From an optimization exercise on the open Yosys and OpenROAD flow, aimed at small area, a short achievable clock period and few clock cycles; shortcuts taken in it are not production practice. At most, simulation tests tie the RTL to the original design; equivalence was not proved.

// minimal_standard_lcg_stream
module minimal_standard_lcg_stream #(
	parameter int unsigned MAX_DIM = mslcg_pkg::MAX_DIM_DEF
) (
	input  logic                              clk,
	input  logic                              arst_n,
	input  logic                              cfg_valid,
	output logic                              cfg_ready,
	input  logic [mslcg_pkg::CFG_IDX_W-1:0]   cfg_index,
	input  logic [mslcg_pkg::CFG_DATA_W-1:0]  cfg_data,
	input  logic                              req_valid,
	output logic                              req_ready,
	input  logic [mslcg_pkg::CMD_W-1:0]       req_cmd,
	input  logic [mslcg_pkg::PATHS_W-1:0]     req_skip_paths,
	output logic                              rsp_valid,
	input  logic                              rsp_ready,
	output logic [mslcg_pkg::STATE_W-1:0]     rsp_sample,
	output logic                              rsp_last
);
	localparam int unsigned STATE_W = mslcg_pkg::STATE_W;
	localparam int unsigned DIM_W   = mslcg_pkg::DIM_W;
	localparam int unsigned PATHS_W = mslcg_pkg::PATHS_W;
	function automatic logic [4:0] skip_digit(input logic [4:0] k, input logic [2:0] d);
		case ({k, d})
			{5'd1, 3'd0}: skip_digit = 5'h00;
			{5'd1, 3'd1}: skip_digit = 5'h08;
  ...
For scale: about 1700 cells after synthesis, ~150 flip-flops, about 97 I/O pins.
export LEC_CHECK = 0
export CAP_MARGIN = 20
export CORE_MARGIN = 2
export CORE_UTILIZATION = 55
export SETUP_SLACK_MARGIN = 3.25
export SLEW_MARGIN = 20
create_clock -name core_clock -period 8.0 [get_ports {clk}]
standard.sh (not shown) runs the stock make flow with config.mk's settings and CLKGATE_MAP_FILE= SYNTH_SCRIPT=/design/flow/synth_recipe.tcl, a recipe that flattens the netlist after the stock synthesis.
==> flow/flow/run.sh <==
#!/bin/bash
# The standard layout (standard.sh: the standard flow's synthesis and ORFS from floorplan to finish), with
# one change: the port buffers that global placement inserts are buf_1 cells instead of the
# cell buffer_ports picks by itself (clkdlybuf4s50_1, a delay cell of 10 um2).
set -e
export BUFFER_PORTS_ARGS="-buffer_cell sky130_fd_sc_hd__buf_1"
bash standard.sh > standard.log 2>&1
Testbench counts at the start, summed over its fixed seeds: cycles 9,787.
Edit:
CTS_BUF_LIST = sky130_fd_sc_hd__clkbuf_4 sky130_fd_sc_hd__clkbuf_8   (was default)
SETUP_SLACK_MARGIN = 2.75   (was 3.25)
The changed run completed with no timing, DRC or antenna violations.
Global-route usage falls by 0.39 points.
Final cell count falls by about 1.8%.
Routed wire length falls by about 3.4%.
Worst setup slack is worse by 480 ps.
Clock skew rises by 8.8 ps.
Final area falls by about 10%.
Edit:
CORE_UTILIZATION = 45   (was 55)
GPL_ROUTABILITY_DRIVEN = 0   (was default)
SETUP_SLACK_MARGIN = 3.0   (was 2.75)
=>
- cell area climbs by 2.8%
- utilization drops by 9.4 points
- wire length drops by 4.7%
- sequential share of layout area drops by 0.59 points
Edit:
GPL_ROUTABILITY_DRIVEN = default   (was 0)
Result: Count of clock-buffer cells in the layout falls by 1; worst setup slack improves by 16 ps; design area came out higher by 1.5%; synthesized area is unchanged; die area does not change; critical path depth came out lower by 1; flip-flop and latch count does not change; hold slack is about the same; wire length went up by 10%.

* * *

Another version of the RTL of minimal_standard_lcg_stream (not shown whole).
Size: ~1,900 cells after synthesis, ~97 I/O pins, about 0.016 mm² of cells after synthesis.
clock: 8.0 ns
lec_check: 0
cap_margin: 20
core_margin: 2
core_utilization: 55
setup_slack_margin: 3.0
slew_margin: 20
run.sh (not shown) runs the stock make flow with config.mk's settings and CLKGATE_MAP_FILE= SYNTH_SCRIPT=/design/flow/synth_recipe.tcl, a recipe that flattens the netlist after the stock synthesis.
Stock flow here: none of the scripts above is used.
The starting point went through all stages and came out clean.
Edit:
CORE_UTILIZATION = 65   (was 55)
SETUP_SLACK_MARGIN = 2.0   (was 3.0)
What happened: The new run finished with timing, DRC and antenna clean; synthesized cell count is unchanged; cell count goes down by a few percent; cell area goes down by a little under a tenth; non-clock buffer count goes down by 25.
No functional check of the RTL was part of any run of this note.

* * *

== run 1 ==
minimal_standard_lcg_stream with an RTL version that a note above also has.
For scale: roughly 1700 cells after synthesis, roughly 150 flip-flops, about 15000 µm² of cells after synthesis.
// minimal_standard_lcg_stream
module minimal_standard_lcg_stream #(
	parameter int unsigned MAX_DIM = mslcg_pkg::MAX_DIM_DEF
) (
	input  logic                              clk,
	input  logic                              arst_n,
	input  logic                              cfg_valid,
	output logic                              cfg_ready,
	input  logic [mslcg_pkg::CFG_IDX_W-1:0]   cfg_index,
	input  logic [mslcg_pkg::CFG_DATA_W-1:0]  cfg_data,
	input  logic                              req_valid,
	output logic                              req_ready,
	input  logic [mslcg_pkg::CMD_W-1:0]       req_cmd,
	input  logic [mslcg_pkg::PATHS_W-1:0]     req_skip_paths,
	output logic                              rsp_valid,
	input  logic                              rsp_ready,
	output logic [mslcg_pkg::STATE_W-1:0]     rsp_sample,
	output logic                              rsp_last
);
==> flow/config.mk <==
export PLATFORM = sky130hd
export DESIGN_NAME = minimal_standard_lcg_stream
export DESIGN_NICKNAME = minimal_standard_lcg_stream
export VERILOG_FILES = /design/flow/design.v
export SDC_FILE = /design/flow/constraint.sdc
export NUM_CORES = 4
export LEC_CHECK = 0
export CAP_MARGIN = 20
export CORE_MARGIN = 2
export CORE_UTILIZATION = 45
export CTS_BUF_LIST = sky130_fd_sc_hd__clkbuf_4 sky130_fd_sc_hd__clkbuf_8
export PLACE_DENSITY = 0.45
export SETUP_SLACK_MARGIN = 3.0
export SLEW_MARGIN = 20
==> flow/constraint.sdc <==
create_clock -name core_clock -period 8.0 [get_ports {clk}]
set_input_delay 1.6000 -clock core_clock [delete_from_list [all_inputs] [get_ports {clk}]]
set_output_delay 1.6000 -clock core_clock [all_outputs]
set_load 0.01 [all_outputs]
standard.sh (not shown) runs the stock make flow with config.mk's settings and CLKGATE_MAP_FILE= SYNTH_SCRIPT=/design/flow/synth_recipe.tcl, a recipe that flattens the netlist after the stock synthesis.
Scripts as last shown in full above: flow/flow/run.sh
Run 1: full flow OK, the timing, DRC and antenna checks passed
Testbench counts of run 1, summed over its fixed seeds: cycles 9,787.
> inputs changed (run 1 -> run 2)
==> flow/run.sh (new file) <==
#!/bin/bash
# synth_recipe.tcl (not shown) runs the flow's synth.tcl, then flattens the netlist and writes it again
# the make line also repeats each setting of config.mk as NAME=value (left out here)
make -C /OpenROAD-flow-scripts/flow DESIGN_CONFIG=/design/flow/config.mk WORK_HOME=/design/flow/orfs CLKGATE_MAP_FILE= SYNTH_SCRIPT=/design/flow/synth_recipe.tcl finish
diff --git a/flow/config.mk b/flow/config.mk
--- a/flow/config.mk
+++ b/flow/config.mk
@@ -10,4 +10,2 @@
-export CORE_UTILIZATION = 45
-export CTS_BUF_LIST = sky130_fd_sc_hd__clkbuf_4 sky130_fd_sc_hd__clkbuf_8
-export PLACE_DENSITY = 0.45
-export SETUP_SLACK_MARGIN = 3.0
+export CORE_UTILIZATION = 55
+export SETUP_SLACK_MARGIN = 2.5
removed: flow/flow/run.sh
removed: flow/standard.sh
Setup slack at placement: run 2 < run 1
Compared with run 1, run 2 shows a slew at the pin closest to its max-slew limit that is 58 ps lower.
Taking run 1 as the reference point, the area growth from synthesis to layout of run 2 falls by 2.0 points.
Input changes introduced in run 3 (baseline for comparison: run 2):
==> flow/flow/run.sh (new file) <==
#!/bin/bash
# The standard layout (standard.sh: the standard flow's synthesis and ORFS from floorplan to finish), with
# one change: the port buffers that global placement inserts are buf_1 cells instead of the
# cell buffer_ports picks by itself (clkdlybuf4s50_1, a delay cell of 10 um2).
set -e
export BUFFER_PORTS_ARGS="-buffer_cell sky130_fd_sc_hd__buf_1"
bash standard.sh > standard.log 2>&1
==> flow/standard.sh (new file) <==
#!/bin/bash
# synth_recipe.tcl (not shown) runs the flow's synth.tcl, then flattens the netlist and writes it again
# the make line also repeats each setting of config.mk as NAME=value (left out here)
make -C /OpenROAD-flow-scripts/flow DESIGN_CONFIG=/design/flow/config.mk WORK_HOME=/design/flow/orfs CLKGATE_MAP_FILE= SYNTH_SCRIPT=/design/flow/synth_recipe.tcl "${@:-finish}"
diff --git a/flow/config.mk b/flow/config.mk
--- a/flow/config.mk
+++ b/flow/config.mk
@@ -10,2 +10,4 @@
-export CORE_UTILIZATION = 55
-export SETUP_SLACK_MARGIN = 2.5
+export CORE_UTILIZATION = 50
+export CTS_BUF_LIST = sky130_fd_sc_hd__clkbuf_4 sky130_fd_sc_hd__clkbuf_8
+export GPL_ROUTABILITY_DRIVEN = 0
+export SETUP_SLACK_MARGIN = 3.0
removed: flow/run.sh
Run 3 closes out successfully: all stages finished, all timing, DRC and antenna checks passed.
Looking at summed area of non-filler cells in the final layout across run 2 and run 3, the one that comes out lower is run 3.
Minimum period implied by the final worst setup slack was higher in run 2 than in run 3.
On path depth of the worst reg2reg path, the lower figure sits with run 3, not run 2.
Compared with run 2, run 3 shows cell count that has gone up by a few percent.
Minimum setup slack in the final design: run 3 vs run 2 up 450 ps
Per the comparison of run 3 with run 2, fmax higher, ratio of final minimum period to clock period lower, count of non-CTS buffers in the layout higher.
Modified inputs, run 4 compared to run 3
diff --git a/flow/config.mk b/flow/config.mk
--- a/flow/config.mk
+++ b/flow/config.mk
@@ -10 +10 @@
-export CORE_UTILIZATION = 50
+export CORE_UTILIZATION = 55
@@ -12,2 +12 @@
-export GPL_ROUTABILITY_DRIVEN = 0
-export SETUP_SLACK_MARGIN = 3.0
+export SETUP_SLACK_MARGIN = 3.25
@@ -14,0 +14 @@
+export TNS_END_PERCENT = 10
[summary]
Global-route wire length before repair (run 4 over run 3): increase, 3300 µm. Run 3 → run 4: post-place instance area shows a reduction of about 0.36%, setup slack after layout shows an increase of 120 ps. Going from run 3 to run 4, placeable core region down 9.2%, final instance area up about 7%, DRC marker count from the first detailed-route iteration down 4.2%. For detailed route wirelength on metal2, dividing the value from run 3 by the value from run 4 gives 0.900. Re mux contribution to synthesized area: no difference whatsoever between run 4 and run 3.
### run 4 -> run 5
diff --git a/flow/config.mk b/flow/config.mk
--- a/flow/config.mk
+++ b/flow/config.mk
@@ -10 +10 @@
-export CORE_UTILIZATION = 55
+export CORE_UTILIZATION = 45
@@ -12 +12 @@
-export SETUP_SLACK_MARGIN = 3.25
+export SETUP_SLACK_MARGIN = 2.75
@@ -14 +13,0 @@
-export TNS_END_PERCENT = 10
Notes after the runs:
Run 5 -> run 4: average size of a mapped cell delta 0, exact match
Comparing met3 wirelength from detailed routing for run 5 and run 4, the bigger number came from run 4.
| number of maximum-capacitance violations | run 4 vs run 5 | ≈ equal |
Cmp run 5 vs run 4: cell depth of the worst setup path lower in run 5
Run comparison: run 4 highest-delay cell along the critical path fa_2; run 5 highest-delay cell along the critical path dfrtp_1
Run 5 ended up with a higher period utilization than run 4 did.
The following lists how run 6 was set up differently from run 5:
diff --git a/flow/config.mk b/flow/config.mk
--- a/flow/config.mk
+++ b/flow/config.mk
@@ -12 +12,2 @@
-export SETUP_SLACK_MARGIN = 2.75
+export PLACE_DENSITY = 0.75
+export SETUP_SLACK_MARGIN = 3.0
Results
The met2 usage in global routing of run 6 falls short of that of run 5 by 0.27 points.
Global-route wire length before repair: run 6 and run 5 compared, lower one is run 6
Non-clock buffer count in the final layout delta for run 6 relative to run 5: about 7% higher
Looking at final period demand of the worst path, run 6 sits below run 5.
Sort run 6 and run 5 by end-of-flow core utilization, ascending, and run 5 comes first.
A master of the slowest instance on the critical path of dfrtp_1 is what run 5 shows, while fa_1 belongs to run 6.

[port drivers added, routing unchanged]
How much do the figures lean on ideal ports? The routed layouts below were timed once more, with nothing changed but the port constraints. Step 1 sets driving cells, clkbuf_16 on the clock port and buf_2 on the other inputs (assumed; they add their load-dependent delay and slew). Step 2, shift: input delay + t, output delay - t, t = (earliest + latest rising clock arrival at the registers) / 2. This alone moves slack from input paths to output paths. a / b / c = no drivers / after step 1 / after step 2; a / b = the first two.
run | t, ns | setup WS [ns] | clock arrival spread, ns | cell pins on the clock port's net
the first run of note 1 | 0.473 | 3.243 / 3.243 / 3.152 | 0.010 / 0.010 | 1
the second run of note 1 | 0.502 | 2.763 / 2.763 / 2.763 | 0.019 / 0.018 | 1
the third run of note 1 | 0.510 | 2.993 / 2.993 / 2.921 | 0.027 / 0.027 | 1
the fourth run of note 1 | 0.511 | 3.009 / 3.009 / 2.825 | 0.020 / 0.020 | 1
the first run of note 2 | 0.484 | 2.840 / 2.840 / 2.722 | 0.009 / 0.009 | 1
the second run of note 2 | 0.479 | 2.018 / 2.018 / 1.678 | 0.011 / 0.011 | 1
run 1 | 0.523 | 3.015 / 3.015 / 2.819 | 0.029 / 0.028 | 1
run 2 | 0.479 | 2.516 / 2.516 / 2.504 | 0.023 / 0.022 | 1
run 3 | 0.513 | 2.964 / 2.964 / 2.839 | 0.014 / 0.014 | 1
run 4 | 0.501 | 3.087 / 3.087 / 3.087 | 0.018 / 0.018 | 1
run 5 | 0.510 | 2.732 / 2.732 / 2.732 | 0.023 / 0.023 | 1
run 6 | 0.495 | 2.964 / 2.964 / 2.790 | 0.018 / 0.018 | 1
After both steps setup and hold are still met in every run listed. For the second run of note 2, which loses most, drivers alone change the setup slack by 0.000 ns; drivers and shift together by -0.340 ns.
